Source: an optimization exercise on an open RTL-to-GDS flow (aim: small area). Production flows keep margins and buffers that such runs may drop.
The RTL was checked by simulation tests, not by an equivalence proof against the original design.
No activity file was given, so power comes from the tool's default toggle rates.

**design/flow/config.mk**
```make
export PLATFORM = sky130hd
export DESIGN_NAME = blackjackTop
export DESIGN_NICKNAME = blackjackTop
export VERILOG_FILES = /design/flow/design.v
export SDC_FILE = /design/flow/constraint.sdc
export NUM_CORES = 4
export LEC_CHECK = 0
export ABC_AREA = 1
export CAP_MARGIN = 20
export CORE_MARGIN = 2
export CORE_UTILIZATION = 40
export SLEW_MARGIN = 20
```
**design/flow/run.sh**
```bash
#!/bin/bash
# synth_recipe.tcl (not shown) runs the flow's synth.tcl, then flattens the netlist and writes it again
# the make line also repeats each setting of config.mk as NAME=value (left out here)
make -C /OpenROAD-flow-scripts/flow DESIGN_CONFIG=/design/flow/config.mk WORK_HOME=/design/flow/orfs CLKGATE_MAP_FILE= SYNTH_SCRIPT=/design/flow/synth_recipe.tcl finish
```
**design/flow/constraint.sdc**
```tcl
create_clock -name core_clock -period 12.0 [get_ports {clock}]
set_input_delay 2.4000 -clock core_clock [delete_from_list [all_inputs] [get_ports {clock}]]
set_output_delay 2.4000 -clock core_clock [all_outputs]
set_load 0.01 [all_outputs]
```
**design/flow/design.v**
```verilog
package blackjackPkg;
    typedef logic [4-1:0] cardValue_t;     
    typedef logic [6-1:0] handTotal_t;
endpackage
`timescale 1ns/10ps
module cardDeck (
    input  logic                     clock,
    input  logic                     resetar,
    input  logic                     advance,
    input  logic [5:0]               shuffleSeed,
    output logic [5:0]               dealIndex,
    output blackjackPkg::cardValue_t topCard     
);
    logic [5:0] seed;
    logic [9:0] addr;
    logic [3:0] card;
    always_ff @(posedge clock) begin
        if (resetar) seed <= (shuffleSeed == 6'd0) ? 6'b001011 : shuffleSeed;
    end
    always_ff @(posedge clock) begin
        if (resetar)      dealIndex <= 6'd11;
        else if (advance) dealIndex <= dealIndex + 1'b1;
    end
    assign addr = {seed, dealIndex[3:0]};
    logic n15, n16, n17, n18, n19, n20, n21, n22, n23, n24, n25, n26, n27, n28, n29, n30, n31, n32, n33, n34, n35, n36, n37, n38, n39, n40, n41, n42, n43, n44, n45, n46, n47, n48, n49, n50, n51, n52, n53, n54, n55, n56, n57, n58, n59, n60, n61, n62, n63, n64, n65, n66, n67, n68, n69, n70, n71, n72, n73, n74, n75, n76, n77, n78, n79, n80, n81, n82, n83, n84, n85, n86, n87, n88, n89, n90, n91, n92, n93, n94, n95, n96, n97, n98, n99, n100, n101, n102, n103, n104, n105, n106, n107, n108, n109, n110, n111, n112, n113, n114, n115, n116, n117, n118, n119, n120, n121, n122, n123, n124, n125, n126, n127, n128, n129, n130, n131, n132, n133, n134, n135, n136, n137, n138, n139, n140, n141, n142, n143, n144, n145, n146, n147, n148, n149, n150, n151, n152, n153, n154, n155, n156, n157, n158, n159, n160, n161, n162, n163, n164, n165, n166, n167, n168, n169, n170, n171, n172, n173, n174, n175, n176, n177, n178, n179, n180, n181, n182, n183, n184, n185, n186, n187, n188, n189, n190, n191, n192, n193, n194, n195, n196, n197, n198, n199, n200, n201, n202, n203, n204, n205, n206, n207, n208, n209, n210, n211, n212, n213, n214, n215, n216, n217, n218, n219, n220, n221, n222, n223, n224, n225, n226, n227, n228, n229, n230, n231, n232, n233, n234, n235, n236, n237, n238, n239, n240, n241, n242, n243, n244, n245, n246, n247, n248, n249, n250, n251, n252, n253, n254, n255, n256, n257, n258, n259, n260, n261, n262, n263, n264, n265, n266, n267, n268, n269, n270, n271, n272, n273, n274, n275, n276, n277, n278, n279, n280, n281, n282, n283, n284, n285, n286, n287, n288, n289, n290, n291, n292, n293, n294, n295, n296, n297, n298, n299, n300, n301, n302, n303, n304, n305, n306, n307, n308, n309, n310, n311, n312, n313, n314, n315, n316, n317, n318, n319, n320, n321, n322, n323, n324, n325, n326, n327, n328, n329, n330, n331, n332, n333, n334, n335, n336, n337, n338, n339, n340, n341, n342, n343, n344, n345, n346, n347, n348, n349, n350, n351, n352, n353, n354, n355, n356, n357, n358, n359, n360, n361, n362, n363, n364, n365, n366, n367, n368, n369, n370, n371, n372, n373, n374, n375, n376, n377, n378, n379, n380, n381, n382, n383, n384, n385, n386, n387, n388, n389, n390, n391, n392, n393, n394, n395, n396, n397, n398, n399, n400, n401, n402, n403, n405, n406, n407, n408, n409, n410, n411, n412, n413, n414, n415, n416, n417, n418, n419, n420, n421, n422, n423, n424, n425, n426, n427, n428, n429, n430, n431, n433, n434, n435, n436, n437, n438, n439, n440, n441, n442, n443, n444, n445, n446, n447, n448, n449, n450, n451, n452, n453, n454, n455, n456, n457, n458, n459, n460, n461, n462, n463, n464, n465, n466, n467, n468, n469, n470, n471, n472, n473, n474, n475, n476, n477, n478, n479, n480, n481, n482, n483, n484, n485, n486, n487, n488, n489, n490, n491, n492, n493, n494, n495, n496, n497, n498, n499, n500, n501, n502, n503, n504, n505, n506, n507, n508, n509, n510, n511, n512, n513, n514, n516, n517, n518, n519, n520, n521, n522, n523, n524, n525, n526, n527, n528, n529, n530, n531, n532, n533, n534, n535, n536, n537, n538, n539, n540, n541, n542, n543, n544, n545, n546, n547, n548, n549, n550, n551, n552, n553, n554, n555, n556, n557, n558, n559, n560, n561;
    assign n15 = addr[0] & addr[8];
    assign n16 = ~addr[0] & addr[2];
    assign n17 = ~n15 & ~n16;
    assign n18 = ~addr[7] & addr[8];
    assign n19 = addr[0] & addr[7];
    assign n20 = ~addr[5] & addr[8];
    assign n21 = addr[5] & ~addr[8];
    assign n22 = ~n20 & ~n21;
    assign n23 = addr[9] & ~n22;
    assign n24 = addr[2] & ~addr[6];
    assign n25 = ~addr[2] & addr[6];
    assign n26 = ~n24 & ~n25;
    assign n27 = addr[5] & ~n26;
    assign n28 = n23 & ~n27;
    assign n29 = ~addr[1] & n28;
    assign n30 = ~addr[6] & ~addr[8];
    assign n31 = ~addr[0] & ~addr[1];
    assign n32 = n30 & ~n31;
    assign n33 = addr[7] & ~addr[9];
    assign n34 = ~addr[8] & n33;
    assign n35 = ~addr[5] & n34;
    assign n36 = ~n32 & ~n35;
    assign n37 = ~n29 & n36;
    assign n38 = ~n19 & ~n37;
    assign n39 = ~n18 & n38;
    assign n40 = addr[6] & ~addr[7];
    assign n41 = addr[1] & n40;
    assign n42 = addr[1] & ~addr[6];
    assign n43 = n19 & n42;
    assign n44 = addr[9] & ~n43;
    assign n45 = ~n41 & n44;
    assign n46 = ~n39 & n45;
    assign n47 = ~addr[1] & ~addr[6];
    assign n48 = addr[8] & n47;
    assign n49 = addr[7] & n48;
    assign n50 = ~addr[6] & addr[8];
    assign n51 = ~addr[0] & addr[1];
    assign n52 = addr[0] & ~addr[4];
    assign n53 = ~n51 & ~n52;
    assign n54 = ~addr[1] & ~addr[4];
    assign n55 = n15 & ~n54;
    assign n56 = ~n53 & ~n55;
    assign n57 = n50 & n56;
    assign n58 = ~addr[0] & ~addr[8];
    assign n59 = ~addr[9] & n40;
    assign n60 = n58 & n59;
    assign n61 = ~n57 & ~n60;
    assign n62 = ~n49 & n61;
    assign n63 = addr[6] & n18;
    assign n64 = ~addr[9] & ~n63;
    assign n65 = ~addr[1] & ~n64;
    assign n66 = addr[9] & n18;
    assign n67 = ~n34 & ~n66;
    assign n68 = ~n15 & ~n58;
    assign n69 = ~addr[1] & addr[4];
    assign n70 = n40 & n69;
    assign n71 = addr[7] & n42;
    assign n72 = ~n22 & n71;
    assign n73 = ~n70 & ~n72;
    assign n74 = n68 & ~n73;
    assign n75 = n67 & ~n74;
    assign n76 = addr[2] & ~addr[4];
    assign n77 = n19 & n76;
    assign n78 = ~addr[4] & addr[6];
    assign n79 = addr[7] & ~n15;
    assign n80 = n78 & n79;
    assign n81 = n77 & n80;
    assign n82 = ~addr[0] & addr[4];
    assign n83 = ~n52 & ~n82;
    assign n84 = n42 & n83;
    assign n85 = ~n81 & ~n84;
    assign n86 = ~n75 & ~n85;
    assign n87 = ~n23 & ~n86;
    assign n88 = ~n65 & n87;
    assign n89 = n62 & n88;
    assign n90 = ~addr[2] & ~n89;
    assign n91 = ~n46 & n90;
    assign n92 = addr[1] & addr[7];
    assign n93 = ~addr[2] & ~n92;
    assign n94 = ~addr[0] & ~addr[7];
    assign n95 = n48 & ~n94;
    assign n96 = addr[8] & ~addr[9];
    assign n97 = ~n95 & ~n96;
    assign n98 = addr[6] & ~addr[8];
    assign n99 = addr[0] & ~addr[6];
    assign n100 = addr[0] & n18;
    assign n101 = ~n99 & ~n100;
    assign n102 = addr[5] & ~addr[7];
    assign n103 = ~addr[6] & ~addr[7];
    assign n104 = ~addr[8] & n103;
    assign n105 = addr[4] & n104;
    assign n106 = ~n102 & ~n105;
    assign n107 = ~n101 & ~n106;
    assign n108 = addr[7] & n24;
    assign n109 = addr[4] & n108;
    assign n110 = ~n19 & ~n94;
    assign n111 = ~addr[4] & ~addr[8];
    assign n112 = ~addr[5] & addr[6];
    assign n113 = addr[4] & addr[8];
    assign n114 = n112 & ~n113;
    assign n115 = ~n111 & n114;
    assign n116 = ~n110 & n115;
    assign n117 = ~n109 & ~n116;
    assign n118 = ~n107 & n117;
    assign n119 = addr[4] & addr[5];
    assign n120 = addr[7] & n119;
    assign n121 = ~addr[0] & addr[6];
    assign n122 = addr[9] & n121;
    assign n123 = ~n94 & ~n122;
    assign n124 = addr[2] & ~n123;
    assign n125 = ~addr[1] & n24;
    assign n126 = ~addr[1] & n18;
    assign n127 = addr[6] & addr[8];
    assign n128 = ~addr[7] & ~n127;
    assign n129 = addr[9] & ~n121;
    assign n130 = n22 & n129;
    assign n131 = ~n128 & n130;
    assign n132 = ~n66 & ~n131;
    assign n133 = ~n126 & ~n132;
    assign n134 = ~n125 & ~n133;
    assign n135 = ~n99 & ~n121;
    assign n136 = ~addr[4] & ~addr[5];
    assign n137 = addr[1] & ~addr[7];
    assign n138 = n136 & n137;
    assign n139 = n50 & n138;
    assign n140 = addr[1] & addr[8];
    assign n141 = addr[5] & addr[6];
    assign n142 = ~addr[4] & n141;
    assign n143 = n140 & n142;
    assign n144 = ~n139 & ~n143;
    assign n145 = addr[2] & ~addr[5];
    assign n146 = n30 & n145;
    assign n147 = addr[9] & ~n146;
    assign n148 = n144 & n147;
    assign n149 = addr[0] & ~addr[5];
    assign n150 = n148 & ~n149;
    assign n151 = ~n135 & n150;
    assign n152 = n134 & ~n151;
    assign n153 = n32 & n152;
    assign n154 = n54 & ~n153;
    assign n155 = ~n86 & n154;
    assign n156 = ~n124 & n155;
    assign n157 = ~n120 & ~n156;
    assign n158 = n64 & n157;
    assign n159 = ~n30 & ~n158;
    assign n160 = n118 & n159;
    assign n161 = n98 & n160;
    assign n162 = n97 & ~n161;
    assign n163 = ~n93 & ~n162;
    assign n164 = ~addr[7] & addr[9];
    assign n165 = ~addr[3] & ~n164;
    assign n166 = ~n102 & n165;
    assign n167 = ~n123 & n166;
    assign n168 = n47 & n167;
    assign n169 = addr[1] & addr[6];
    assign n170 = ~addr[9] & ~n169;
    assign n171 = ~n168 & n170;
    assign n172 = n163 & ~n171;
    assign n173 = addr[4] & ~addr[5];
    assign n174 = ~n172 & n173;
    assign n175 = ~n91 & n174;
    assign n176 = addr[0] & ~addr[2];
    assign n177 = n17 & ~n176;
    assign n178 = addr[0] & ~addr[9];
    assign n179 = ~n58 & ~n178;
    assign n180 = ~n177 & ~n179;
    assign n181 = ~addr[6] & n96;
    assign n182 = addr[7] & n181;
    assign n183 = ~addr[5] & ~n66;
    assign n184 = ~n182 & n183;
    assign n185 = ~addr[2] & ~n184;
    assign n186 = ~n180 & ~n185;
    assign n187 = addr[5] & ~n59;
    assign n188 = ~n181 & n187;
    assign n189 = ~n186 & ~n188;
    assign n190 = n101 & n189;
    assign n191 = addr[1] & ~addr[4];
    assign n192 = ~n131 & n191;
    assign n193 = ~n190 & n192;
    assign n194 = ~addr[0] & ~addr[2];
    assign n195 = n64 & n112;
    assign n196 = ~addr[0] & addr[7];
    assign n197 = ~addr[1] & ~addr[9];
    assign n198 = n196 & ~n197;
    assign n199 = addr[5] & ~n30;
    assign n200 = n198 & n199;
    assign n201 = ~n195 & ~n200;
    assign n202 = n194 & ~n201;
    assign n203 = addr[0] & ~addr[7];
    assign n204 = ~addr[2] & ~n203;
    assign n205 = ~n135 & ~n204;
    assign n206 = n23 & n205;
    assign n207 = ~n202 & ~n206;
    assign n208 = ~addr[5] & ~n24;
    assign n209 = n103 & n208;
    assign n210 = addr[6] & n176;
    assign n211 = ~n102 & n210;
    assign n212 = ~n103 & n176;
    assign n213 = ~n211 & n212;
    assign n214 = ~n209 & ~n213;
    assign n215 = n96 & ~n214;
    assign n216 = n177 & n203;
    assign n217 = ~addr[5] & addr[7];
    assign n218 = ~addr[6] & n217;
    assign n219 = ~addr[2] & ~addr[9];
    assign n220 = n58 & ~n219;
    assign n221 = n218 & n220;
    assign n222 = ~addr[1] & n96;
    assign n223 = ~n173 & n222;
    assign n224 = ~addr[5] & ~addr[9];
    assign n225 = addr[5] & addr[9];
    assign n226 = ~n224 & ~n225;
    assign n227 = addr[1] & ~n226;
    assign n228 = n22 & n227;
    assign n229 = ~n223 & ~n228;
    assign n230 = n94 & ~n229;
    assign n231 = ~addr[2] & ~addr[8];
    assign n232 = n51 & n231;
    assign n233 = n16 & n30;
    assign n234 = ~n232 & ~n233;
    assign n235 = ~n157 & ~n234;
    assign n236 = addr[1] & addr[9];
    assign n237 = n20 & ~n236;
    assign n238 = n198 & n237;
    assign n239 = addr[1] & addr[4];
    assign n240 = ~addr[9] & n239;
    assign n241 = addr[2] & addr[9];
    assign n242 = ~n54 & ~n241;
    assign n243 = ~n240 & n242;
    assign n244 = ~addr[5] & ~n243;
    assign n245 = n15 & n33;
    assign n246 = ~n244 & n245;
    assign n247 = ~n238 & ~n246;
    assign n248 = ~n235 & n247;
    assign n249 = ~n230 & n248;
    assign n250 = ~addr[4] & ~n126;
    assign n251 = n26 & ~n250;
    assign n252 = ~n249 & n251;
    assign n253 = n54 & ~n252;
    assign n254 = ~n221 & n253;
    assign n255 = ~n216 & n254;
    assign n256 = ~n215 & n255;
    assign n257 = n207 & n256;
    assign n258 = ~addr[7] & n98;
    assign n259 = ~n216 & ~n236;
    assign n260 = n258 & ~n259;
    assign n261 = ~addr[1] & n127;
    assign n262 = addr[9] & n261;
    assign n263 = ~n47 & ~n50;
    assign n264 = ~n48 & ~n263;
    assign n265 = ~n262 & ~n264;
    assign n266 = n19 & ~n265;
    assign n267 = ~n30 & ~n127;
    assign n268 = n240 & ~n267;
    assign n269 = n252 & n268;
    assign n270 = n126 & n194;
    assign n271 = n119 & ~n270;
    assign n272 = ~n269 & n271;
    assign n273 = ~n266 & n272;
    assign n274 = ~n260 & n273;
    assign n275 = ~n257 & ~n274;
    assign n276 = ~n193 & n275;
    assign n277 = ~n175 & n276;
    assign n278 = addr[0] & n277;
    assign n279 = n17 & ~n278;
    assign n280 = ~n119 & n203;
    assign n281 = n127 & ~n280;
    assign n282 = ~addr[1] & ~n281;
    assign n283 = ~n279 & n282;
    assign n284 = n19 & ~n69;
    assign n285 = addr[8] & addr[9];
    assign n286 = addr[7] & n285;
    assign n287 = addr[5] & n286;
    assign n288 = n284 & n287;
    assign n289 = n94 & n136;
    assign n290 = n54 & n66;
    assign n291 = ~addr[2] & ~n290;
    assign n292 = ~n208 & ~n291;
    assign n293 = ~n173 & ~n203;
    assign n294 = ~n292 & ~n293;
    assign n295 = ~n289 & ~n294;
    assign n296 = ~n288 & n295;
    assign n297 = n283 & ~n296;
    assign n298 = addr[4] & ~addr[6];
    assign n299 = ~n78 & ~n298;
    assign n300 = ~addr[2] & ~addr[4];
    assign n301 = n196 & n300;
    assign n302 = addr[5] & n84;
    assign n303 = ~n100 & ~n302;
    assign n304 = ~n301 & n303;
    assign n305 = n299 & ~n304;
    assign n306 = n118 & ~n305;
    assign n307 = addr[1] & ~n306;
    assign n308 = ~n80 & ~n105;
    assign n309 = ~addr[1] & n208;
    assign n310 = ~n308 & n309;
    assign n311 = n120 & n210;
    assign n312 = n41 & n119;
    assign n313 = addr[9] & ~n312;
    assign n314 = ~n311 & n313;
    assign n315 = ~n310 & n314;
    assign n316 = ~n307 & n315;
    assign n317 = ~n297 & n316;
    assign n318 = addr[5] & n40;
    assign n319 = ~n53 & n318;
    assign n320 = ~n74 & ~n319;
    assign n321 = ~addr[2] & n144;
    assign n322 = ~n320 & n321;
    assign n323 = ~n102 & ~n217;
    assign n324 = ~addr[8] & ~n323;
    assign n325 = n69 & n324;
    assign n326 = ~n268 & ~n325;
    assign n327 = addr[2] & addr[8];
    assign n328 = ~n98 & ~n327;
    assign n329 = ~n279 & ~n328;
    assign n330 = ~n326 & n329;
    assign n331 = ~n98 & ~n103;
    assign n332 = n173 & n176;
    assign n333 = ~n331 & n332;
    assign n334 = ~addr[9] & ~n333;
    assign n335 = ~n235 & n334;
    assign n336 = n19 & n136;
    assign n337 = ~addr[1] & ~n111;
    assign n338 = ~n231 & ~n337;
    assign n339 = n336 & n338;
    assign n340 = n54 & n204;
    assign n341 = ~n104 & ~n218;
    assign n342 = n340 & ~n341;
    assign n343 = ~n339 & ~n342;
    assign n344 = n335 & n343;
    assign n345 = ~n330 & n344;
    assign n346 = ~n322 & n345;
    assign n347 = ~n317 & ~n346;
    assign n348 = ~addr[4] & ~addr[9];
    assign n349 = n102 & n348;
    assign n350 = n283 & n349;
    assign n351 = n93 & n120;
    assign n352 = ~n138 & ~n351;
    assign n353 = n219 & ~n352;
    assign n354 = ~addr[0] & n164;
    assign n355 = n69 & n354;
    assign n356 = n226 & n284;
    assign n357 = ~n355 & ~n356;
    assign n358 = addr[2] & ~n357;
    assign n359 = ~n353 & ~n358;
    assign n360 = ~n350 & n359;
    assign n361 = n267 & ~n360;
    assign n362 = ~n167 & ~n244;
    assign n363 = n69 & ~n362;
    assign n364 = ~n275 & n344;
    assign n365 = n21 & n197;
    assign n366 = n69 & n198;
    assign n367 = ~n365 & ~n366;
    assign n368 = ~n364 & n367;
    assign n369 = n194 & ~n368;
    assign n370 = ~n160 & n369;
    assign n371 = ~n363 & ~n370;
    assign n372 = addr[8] & ~n371;
    assign n373 = n33 & n68;
    assign n374 = ~n177 & n373;
    assign n375 = n66 & n194;
    assign n376 = ~n216 & ~n375;
    assign n377 = ~n374 & n376;
    assign n378 = ~addr[1] & addr[5];
    assign n379 = ~n299 & n378;
    assign n380 = ~n377 & n379;
    assign n381 = addr[2] & n178;
    assign n382 = addr[5] & n219;
    assign n383 = ~addr[0] & n382;
    assign n384 = ~n381 & ~n383;
    assign n385 = ~n151 & n384;
    assign n386 = ~addr[4] & n140;
    assign n387 = ~n385 & n386;
    assign n388 = n23 & n194;
    assign n389 = ~n381 & ~n388;
    assign n390 = n25 & n54;
    assign n391 = ~n159 & n227;
    assign n392 = ~n390 & ~n391;
    assign n393 = ~n319 & n392;
    assign n394 = ~n389 & ~n393;
    assign n395 = addr[6] & n96;
    assign n396 = ~n56 & n395;
    assign n397 = ~n32 & ~n396;
    assign n398 = n244 & ~n397;
    assign n399 = ~n394 & ~n398;
    assign n400 = ~n387 & n399;
    assign n401 = ~n380 & n400;
    assign n402 = ~n372 & n401;
    assign n403 = ~n361 & n402;
    assign card[0] = n347 | ~n403;
    assign n405 = ~n163 & n167;
    assign n406 = ~n375 & ~n405;
    assign n407 = n119 & ~n406;
    assign n408 = ~addr[1] & n98;
    assign n409 = addr[7] & n408;
    assign n410 = n48 & n102;
    assign n411 = ~n409 & ~n410;
    assign n412 = n219 & ~n411;
    assign n413 = n104 & n236;
    assign n414 = addr[6] & n145;
    assign n415 = n33 & ~n51;
    assign n416 = n414 & n415;
    assign n417 = ~n413 & ~n416;
    assign n418 = ~n412 & n417;
    assign n419 = n83 & ~n418;
    assign n420 = ~n108 & ~n211;
    assign n421 = n54 & ~n199;
    assign n422 = ~n142 & ~n421;
    assign n423 = addr[9] & ~n422;
    assign n424 = ~n420 & n423;
    assign n425 = ~n27 & ~n414;
    assign n426 = n355 & ~n425;
    assign n427 = n51 & n109;
    assign n428 = ~n426 & ~n427;
    assign n429 = ~n424 & n428;
    assign n430 = ~n419 & n429;
    assign n431 = ~n407 & n430;
    assign card[1] = n277 | ~n431;
    assign n433 = ~n76 & ~n336;
    assign n434 = n19 & n181;
    assign n435 = ~n38 & ~n434;
    assign n436 = ~n433 & ~n435;
    assign n437 = n114 & n193;
    assign n438 = n69 & n209;
    assign n439 = ~n312 & ~n351;
    assign n440 = ~n438 & n439;
    assign n441 = ~n437 & n440;
    assign n442 = n179 & ~n285;
    assign n443 = ~n441 & n442;
    assign n444 = ~n134 & ~n385;
    assign n445 = n15 & ~n444;
    assign n446 = ~n152 & n445;
    assign n447 = ~addr[6] & n203;
    assign n448 = n141 & n196;
    assign n449 = ~n447 & ~n448;
    assign n450 = addr[2] & ~n449;
    assign n451 = ~n416 & ~n450;
    assign n452 = n98 & n204;
    assign n453 = ~n33 & ~n164;
    assign n454 = ~n244 & ~n378;
    assign n455 = ~n453 & ~n454;
    assign n456 = n452 & n455;
    assign n457 = n24 & n197;
    assign n458 = ~n169 & ~n457;
    assign n459 = n22 & n94;
    assign n460 = ~n458 & n459;
    assign n461 = ~n456 & ~n460;
    assign n462 = n451 & n461;
    assign n463 = ~n327 & ~n462;
    assign n464 = ~addr[1] & ~n361;
    assign n465 = addr[8] & n16;
    assign n466 = ~n236 & n465;
    assign n467 = ~n464 & n466;
    assign n468 = ~n463 & ~n467;
    assign n469 = ~n446 & n468;
    assign n470 = addr[4] & ~n469;
    assign n471 = n188 & n222;
    assign n472 = n405 & n408;
    assign n473 = n23 & n137;
    assign n474 = ~n210 & ~n473;
    assign n475 = ~n472 & n474;
    assign n476 = ~n471 & n475;
    assign n477 = ~addr[9] & n324;
    assign n478 = addr[0] & ~n287;
    assign n479 = ~n477 & n478;
    assign n480 = ~n476 & ~n479;
    assign n481 = n57 & n453;
    assign n482 = ~n215 & n481;
    assign n483 = ~n480 & ~n482;
    assign n484 = n300 & ~n483;
    assign n485 = ~n54 & ~n239;
    assign n486 = n21 & ~n485;
    assign n487 = ~n125 & n486;
    assign n488 = n148 & ~n487;
    assign n489 = addr[4] & ~n328;
    assign n490 = n110 & ~n489;
    assign n491 = ~n488 & n490;
    assign n492 = ~n339 & ~n491;
    assign n493 = n222 & ~n425;
    assign n494 = addr[1] & n25;
    assign n495 = n348 & ~n494;
    assign n496 = ~n493 & n495;
    assign n497 = ~n47 & ~n140;
    assign n498 = n224 & ~n497;
    assign n499 = ~n382 & ~n498;
    assign n500 = ~n496 & n499;
    assign n501 = ~n492 & n500;
    assign n502 = n19 & n98;
    assign n503 = n340 & n502;
    assign n504 = n94 & n194;
    assign n505 = n485 & n504;
    assign n506 = ~n77 & ~n505;
    assign n507 = n30 & ~n506;
    assign n508 = ~n503 & ~n507;
    assign n509 = n226 & ~n508;
    assign n510 = ~n252 & ~n509;
    assign n511 = ~n501 & n510;
    assign n512 = ~n484 & n511;
    assign n513 = ~n470 & n512;
    assign n514 = ~n443 & n513;
    assign card[2] = n436 | ~n514;
    assign n516 = ~n130 & n437;
    assign n517 = n317 & n516;
    assign n518 = addr[4] & n502;
    assign n519 = n82 & n103;
    assign n520 = n189 & n519;
    assign n521 = n348 & n447;
    assign n522 = addr[1] & ~n381;
    assign n523 = ~n521 & n522;
    assign n524 = ~n520 & n523;
    assign n525 = ~n518 & ~n524;
    assign n526 = ~n189 & n518;
    assign n527 = ~n525 & ~n526;
    assign n528 = ~n517 & n527;
    assign n529 = ~n258 & ~n286;
    assign n530 = n176 & ~n529;
    assign n531 = n337 & ~n530;
    assign n532 = ~n156 & ~n531;
    assign n533 = ~n528 & n532;
    assign n534 = ~addr[9] & ~n15;
    assign n535 = n109 & n534;
    assign n536 = ~addr[5] & ~n535;
    assign n537 = ~n533 & n536;
    assign n538 = addr[2] & n308;
    assign n539 = n261 & ~n538;
    assign n540 = n330 & n361;
    assign n541 = ~n58 & ~n103;
    assign n542 = n348 & ~n541;
    assign n543 = n99 & n285;
    assign n544 = ~n176 & ~n543;
    assign n545 = ~n542 & n544;
    assign n546 = ~n540 & n545;
    assign n547 = ~n539 & n546;
    assign n548 = n158 & n408;
    assign n549 = ~n268 & n291;
    assign n550 = ~n548 & n549;
    assign n551 = ~n547 & ~n550;
    assign n552 = n51 & n78;
    assign n553 = n55 & n299;
    assign n554 = ~n552 & ~n553;
    assign n555 = n33 & ~n554;
    assign n556 = addr[5] & ~n555;
    assign n557 = ~n86 & n556;
    assign n558 = ~n551 & n557;
    assign n559 = ~n537 & ~n558;
    assign n560 = n30 & n119;
    assign n561 = n370 & ~n560;
    assign card[3] = n559 | n561;
    assign topCard = card;
endmodule
`timescale 1ns/10ps
module blackjackTable (
    input  logic                      clock,
    input  logic                      resetar,
    input  logic                      hitCard,
    input  logic                      standHand,
    input  logic [5:0]                dealIndex,
    input  blackjackPkg::cardValue_t  topCard,
    output logic                      advance,       
    output logic                      tableReady,
    output logic                      winLed,
    output logic                      lossLed,
    output logic                      pushLed,
    output blackjackPkg::handTotal_t  playerTotal,
    output blackjackPkg::handTotal_t  dealerShown
);
    localparam logic [3:0] AUTO = 4'b0000, PTURN = 4'b0001, PHIT = 4'b0011, DTURN = 4'b0100,
                           DHIT = 4'b0110, SETTLE = 4'b0101,
                           HOLDWIN = 4'b1001, HOLDLOSS = 4'b1010, HOLDPUSH = 4'b1100;
    logic [3:0] state, nextState;
    blackjackPkg::handTotal_t dealerTotal;
    logic       hold, autoRun, hit, firstDeal, toPlayer, toDealer;
    logic       playerBust, dealerBust, dealerDraws, playerAhead, dealerAhead;
    assign hold      = state[3];
    assign autoRun   = (state == AUTO);
    assign hit       = !state[3] && state[1];   
    assign firstDeal = autoRun && (dealIndex[5:2] == 4'd0);
    assign toPlayer  = (firstDeal && (dealIndex[1] == dealIndex[0])) || (hit && !state[2]);
    assign toDealer  = (firstDeal && (dealIndex[1] != dealIndex[0])) || (hit && state[2]);
    assign advance   = autoRun || hit;
    assign tableReady = autoRun && (dealIndex == 6'd63);
    assign playerBust  = playerTotal[5] && (playerTotal[4] || playerTotal[3] || playerTotal[2] || playerTotal[1]);
    assign dealerDraws = !dealerTotal[5] && (!dealerTotal[4] || (!dealerTotal[3] && !(dealerTotal[2] && dealerTotal[1] && dealerTotal[0])));
    assign dealerBust  = dealerTotal[5] && (dealerTotal[3] || dealerTotal[2] || dealerTotal[1]);
    function automatic logic greater(input logic [5:0] a, input logic [5:0] b);
        logic g, e;
        g = 1'b0;
        e = 1'b1;
        for (int i = 5; i >= 0; i--) begin
            g = g | (e & a[i] & ~b[i]);
            e = e & ~(a[i] ^ b[i]);
        end
        greater = g;
    endfunction
    assign playerAhead = greater(playerTotal, dealerTotal);
    assign dealerAhead = greater(dealerTotal, playerTotal);
    blackjackPkg::handTotal_t addIn, addOut;
    logic carry;
    assign addIn = toPlayer ? playerTotal : dealerTotal;
    logic a14, a15, a17, a18, a19, a20, a21, a22, a23, a24, a25, a26;
    logic a27, a28, a29, a30, a31, a32, a33, a34, a35, a36, a37, a38;
    logic a39, a40, a41, a42, a43, a45, a46, a49, a50, a51, a52, a53;
    logic a54, a55;
    assign a14 = addIn[0] & topCard[0];
    assign a15 = ~addIn[0] & ~topCard[0];
    assign addOut[0] = ~a14 & ~a15;
    assign a17 = addIn[1] & topCard[1];
    assign a18 = addIn[2] & topCard[2];
    assign a19 = ~addIn[3] & ~topCard[3];
    assign a20 = ~a18 & a19;
    assign a21 = ~addIn[1] & ~topCard[1];
    assign a22 = ~a17 & ~a21;
    assign a23 = ~a20 & a22;
    assign a24 = a20 & ~a22;
    assign a25 = ~a23 & ~a24;
    assign a26 = ~a17 & ~a25;
    assign a27 = ~addIn[2] & ~topCard[2];
    assign a28 = a17 & a27;
    assign a29 = a14 & ~a28;
    assign a30 = ~a26 & a29;
    assign a31 = ~a18 & ~a27;
    assign a32 = ~a20 & a21;
    assign a33 = ~a31 & a32;
    assign a34 = a31 & ~a32;
    assign a35 = ~a33 & ~a34;
    assign a36 = a30 & ~a35;
    assign a37 = ~a17 & a34;
    assign a38 = addIn[3] & topCard[3];
    assign a39 = ~a28 & ~a38;
    assign a40 = ~a37 & a39;
    assign a41 = a36 & ~a40;
    assign a42 = ~a30 & a40;
    assign a43 = ~a35 & a42;
    assign addOut[3] = a41 | a43;
    assign a45 = ~a14 & ~a25;
    assign a46 = ~a30 & ~a45;
    assign addOut[1] = ~addOut[3] & a46;
    assign addOut[2] = ~a36 & ~a42;
    assign a49 = a20 & ~a36;
    assign a50 = ~addOut[3] & ~a49;
    assign a51 = ~topCard[1] & ~addOut[3];
    assign a52 = ~addIn[3] & ~a51;
    assign a53 = topCard[0] & ~topCard[3];
    assign a54 = ~topCard[2] & ~a53;
    assign a55 = ~a52 & a54;
    assign carry = a50 | a55;
    assign addOut[4] = addIn[4] ^ carry;
    assign addOut[5] = addIn[5] ^ (addIn[4] & carry);
    always_comb begin
        nextState = state;
        case (state)
            AUTO:   if (dealIndex == 6'd3) nextState = PTURN;
            PTURN: begin
                if (playerBust)     nextState = HOLDLOSS;
                else if (hitCard)   nextState = PHIT;
                else if (standHand) nextState = DTURN;
            end
            PHIT:   nextState = PTURN;
            DTURN:  nextState = dealerDraws ? DHIT : SETTLE;
            DHIT:   nextState = DTURN;
            SETTLE: begin
                if (dealerBust || playerAhead) nextState = HOLDWIN;
                else if (dealerAhead)          nextState = HOLDLOSS;
                else                           nextState = HOLDPUSH;
            end
            default: nextState = state;   
        endcase
    end
    always_ff @(posedge clock) begin
        if (resetar) begin
            state       <= AUTO;
            playerTotal <= '0;
            dealerTotal <= '0;
        end else begin
            state <= nextState;
            if (toPlayer) playerTotal <= addOut;
            if (toDealer) dealerTotal <= addOut;
        end
    end
    assign dealerShown = hold ? dealerTotal : '0;
    assign winLed  = hold && state[0];
    assign lossLed = hold && state[1];
    assign pushLed = hold && state[2];
endmodule
`timescale 1ns/10ps
module scoreDisplay (
    input  blackjackPkg::handTotal_t total,
    output logic [13:0]              digits
);
    logic [1:0] tens;
    logic [3:0] ones;
    assign tens = total[5:4];
    assign ones = total[3:0];
    assign digits[0] = (ones[2] & ~ones[1] & ~ones[0]) | (~ones[3] & ~ones[2] & ~ones[1] & ones[0]);
    assign digits[1] = (ones[2] & ~ones[1] & ones[0]) | (ones[2] & ones[1] & ~ones[0]);
    assign digits[2] = (~ones[2] & ones[1] & ~ones[0]);
    assign digits[3] = (ones[2] & ~ones[1] & ~ones[0]) | (ones[2] & ones[1] & ones[0]) | (~ones[3] & ~ones[2] & ~ones[1] & ones[0]);
    assign digits[4] = (ones[0]) | (ones[2] & ~ones[1]);
    assign digits[5] = (ones[1] & ones[0]) | (~ones[2] & ones[1]) | (~ones[3] & ~ones[2] & ones[0]);
    assign digits[6] = (~ones[3] & ~ones[2] & ~ones[1]) | (ones[2] & ones[1] & ones[0]);
    assign digits[7] = (~tens[1] & tens[0]);
    assign digits[8] = 1'b0;
    assign digits[9] = (tens[1] & ~tens[0]);
    assign digits[10] = (~tens[1] & tens[0]);
    assign digits[11] = (tens[0]);
    assign digits[12] = (tens[0]) | (tens[1]);
    assign digits[13] = (~tens[1]);
endmodule
`timescale 1ns/10ps
module blackjackTop (
    input  logic                     clock,
    input  logic                     resetar,
    input  logic                     hitCard,
    input  logic                     standHand,
    input  logic [5:0]               shuffleSeed,
    output logic                     tableReady,
    output logic                     winLed,
    output logic                     lossLed,
    output logic                     pushLed,
    output logic [13:0]              playerDigits,
    output logic [13:0]              dealerDigits
);
    blackjackPkg::cardValue_t  topCard;
    blackjackPkg::handTotal_t  playerTotal;
    blackjackPkg::handTotal_t  dealerShown;
    logic [5:0]  dealIndex;
    logic        advance;
    cardDeck deck (
        .clock       (clock),
        .resetar     (resetar),
        .advance     (advance),
        .shuffleSeed (shuffleSeed),
        .dealIndex   (dealIndex),
        .topCard     (topCard)
    );
    blackjackTable table0 (
        .clock       (clock),
        .resetar     (resetar),
        .hitCard     (hitCard),
        .standHand   (standHand),
        .dealIndex   (dealIndex),
        .topCard     (topCard),
        .advance     (advance),
        .tableReady  (tableReady),
        .winLed      (winLed),
        .lossLed     (lossLed),
        .pushLed     (pushLed),
        .playerTotal (playerTotal),
        .dealerShown (dealerShown)
    );
    scoreDisplay playerDisplay (.total(playerTotal), .digits(playerDigits));
    scoreDisplay dealerDisplay (.total(dealerShown), .digits(dealerDigits));
endmodule
```
==> summary.txt <==
-- per-stage QoR --
step | power [mW] | worst slack, ns
3_5_place_dp | 0.906 | 6.10
5_1_grt | 1.07 | 5.40
3_3_place_gp | 0.914 | 6.06
2_1_floorplan | 0.666 | 7.54
4_1_cts | 0.967 | 6.09
6_report | 0.999 | 5.90
-- metal layers --
metal | wire [µm] | up-vias | part of all wire (%)
li1 | - | 2545 | -
met1 | 7820 | 2584 | 40
met2 | 8030 | 453 | 41
met3 | 2400 | 114 | 12
met4 | 1240 | 0 | 6.3
met5 | 0 | - | 0
-- path summary, 6_finish.rpt --
path,startpoint,endpoint
hold / removal,deck.dealIndex[5],deck.dealIndex[5]
setup / recovery,deck.dealIndex[2],table0.dealerTotal[5]
hold reg to reg,deck.dealIndex[5],deck.dealIndex[5]
setup reg to reg,deck.dealIndex[2],table0.dealerTotal[5]
-- state kept, by name (all words and copies together), names as in the netlist --
name	count
deck.dealIndex	6
deck.seed	6
table0.dealerTotal	6
table0.playerTotal	6
table0.state	4
-- area by class of cell --
| type | instances | area [µm²] |
|---|---|---|
| clock buffer | 3 | 41.3 |
| clock inverter | 1 | 3.75 |
| fill | 1154 | 5940 |
| inverter | 127 | 477 |
| multi-input combinational | 567 | 3120 |
| sequential | 28 | 621 |
| tap | 140 | 175 |
| timing repair buffer | 42 | 413 |
-- power by group through the flow --
stage	logic, mW	registers [mW]	clock network, mW
6_report	0.774	0.169	0.0566
5_1_grt	0.840	0.173	0.0618
4_1_cts	0.743	0.166	0.0578
3_5_place_dp	0.738	0.168	0
3_3_place_gp	0.745	0.168	0
2_1_floorplan	0.525	0.141	0
-- critical path: cells and delay by family (launching register included) --
kind / cells / cell delay, ns
compound gates: 5 / 0.71
xor+xnor: 1 / 0.15
fa+ha+maj: 4 / 1.14
buf+inv: 5 / 0.98
flops: 1 / 0.93
simple gates: 20 / 2.09
-- Yosys cell counts (all sizes together) --
library cell    n
a31oi           8
nand4          10
a21boi          2
nor3           19
nand2         170
or2             4
a2111oi         1
o31ai           7
nand3b          1
inv           126
o22ai           6
a22oi           1
nor4            5
nor3b           1
o311ai          1
a221oi          6
a21oi          45
o32ai           1
a211oi          3
nand3          68
o21ai          60
ha             39
edfxtp          6
buf            20
o21bai          3
nor2           78
o2111a          1
clkinv          1
clkbuf         13
a32o            1
a2111o          1
o2111ai         3
o211ai         11
a21o            1
dfxtp          22
a311oi          2
a32oi           2
xnor2           1
and2            1
conb            1
a31o            1
o221ai          1
-- kinds of logic after synthesis --
logic type	count (synthesis)	share of synthesized area [%]
other	1	0.0850
adder cells (fa/ha/maj)	39	11.1
XOR/XNOR	1	0.199
buffers and inverters	160	15.2
flip-flops	28	14.1
AND/OR/NAND/NOR	357	36.2
AO/OA/AOI/OAI	168	23.2
==> summary.txt <==
final setup fails=0; most frequent cells in the layout=nand2_1, inv_1, nor2_1; Net Sw Frac=60.0%; WL final=19.5 mm; Leak=around 2.3 nW; antenna violations before repair=0; clk sinks=28; clk slew on worst S/H paths=roughly 0.10 ns; Layout Skew=0.00442 ns; routing usage on met2=48.6%; count of hold-fix buffers inserted at cts=0; DR pass1 iterations=7; Max stage delay on crit path=0.93 ns; grt total ovfl=0; min Tclk post-route=6.10 ns; Logic pwr share=77.4%; final std cells w/o fill=908; # Post-CTS Setup Buffers=0; Finished Core Util=~45%; Max FO, Critical Path=23; Int Pwr=399 µW; Netlist cell types=56; full die area=0.0119 mm²; cell count of the worst hold path=2; Fin Setup TNS=0 ns; r2r worst-path depth=35; PostCTS Resize Cnt=0; period utilization=roughly half; clock share of power=5.7%; FP Rows=38; number of CTS-inserted buffers=3; H-tree depth=1; Pwr per Cell Area=206 mW/mm²; first-pass GRT wire length=30.0 mm; CP arrival=6.29 ns; setup slack, reg-to-reg=5.90 ns; met3 usage=under 10%; critical path capture point type=register; worst slew pin tran=0.894 ns; RSZ-0062 raised after global routing=false; RD Place Congestion=1.11; area of the mapped netlist=approximately 0.0044 mm²; drt initial violations=964; largest area contributor in the netlist=nand2_1; clock root cell=clkbuf_8; Area after DPL=around 0.0048 mm²; CTS tree=built; final instance area=between 0.004 and 0.005 mm²; WL/cell=21.5 µm; startpoint types=register; Min-Delay Path Class=register to register; Fin Hold WS=0.504 ns; HPWL after DPL=15.2 mm; layout cell share with drive strength beyond 1=5.73%; Max rail drop VDD=approximately 0.15 mV; placed cell count=~900; Hold Fails Final Rpt=0; Synth Instances=754; average cell area after synthesis=5.85 µm²; leading cell type in the layout, fill and taps excluded=nand2_1; Seq/Total Area, Yosys=14.1%; Post-DRT Antenna Nets=0; Psw=~600 µW; status=timing/DRC/antenna clean; vias per cell=6.27; vias in the first global route=~5.3k; starting density of the core=40.9%; largest net degree at the start of global routing=24; worst path required time=12.20 ns; Synth Warn #=2; Critical-path top delay cell=dfxtp_1; Core ar.=0.0108 mm²; sequential share of power=16.9%; Yosys top cell area share=14.0%; Layout area overhead=10.0%; most used cell, CP=nand2_1; Max Fclk=164 MHz; Port Buffer Count=39; worst-skew pair later-pin latency=roughly 0.29 ns; Max-Cap Viols=0; Residual DRC=0; Max-Slew Margin vs Limit=38.9%; ANT cells=0; GRT met1 Usage=44.9%; DR vias=between 5k and 6k; GRT busiest layer=met2; I/O pins=42; All-Layer GR Usage=between 30% and 40%; worst-case clock buffer depth=2; Die Width=approximately 110 µm; Crit Path Category=register to register; Die Y=109 µm; dominant cells by area after synthesis=nand2_1, ha_1, inv_1; Seq cells post-synth=28; max-slew violation count=0; final-stage net count=818

## port drivers added, routing unchanged
Ports are ideal in the flow. The routed layout listed here was re-timed in OpenROAD. Step 1, drivers: a clkbuf_16 drives clock and a buf_2 each remaining input, both assumed. Step 2, shift: input delay + t, output delay - t, t = (earliest + latest rising clock arrival at the registers) / 2. This alone moves slack from input paths to output paths. Three values: no drivers, after step 1, after step 2; two values: the first two.
t (ns): 0.326
setup WS [ns]: 5.902 / 5.902 / 5.902
worst hold slack (ns): 0.504 / 0.504 / 0.504
worst setup path at the end: register to register
slew at the worst register clock pin (ns): 0.10 / 0.10
After both steps setup and hold are still met in this run. The setup slack of this run moves by 0.000 ns with the drivers and by 0.000 ns with both steps.
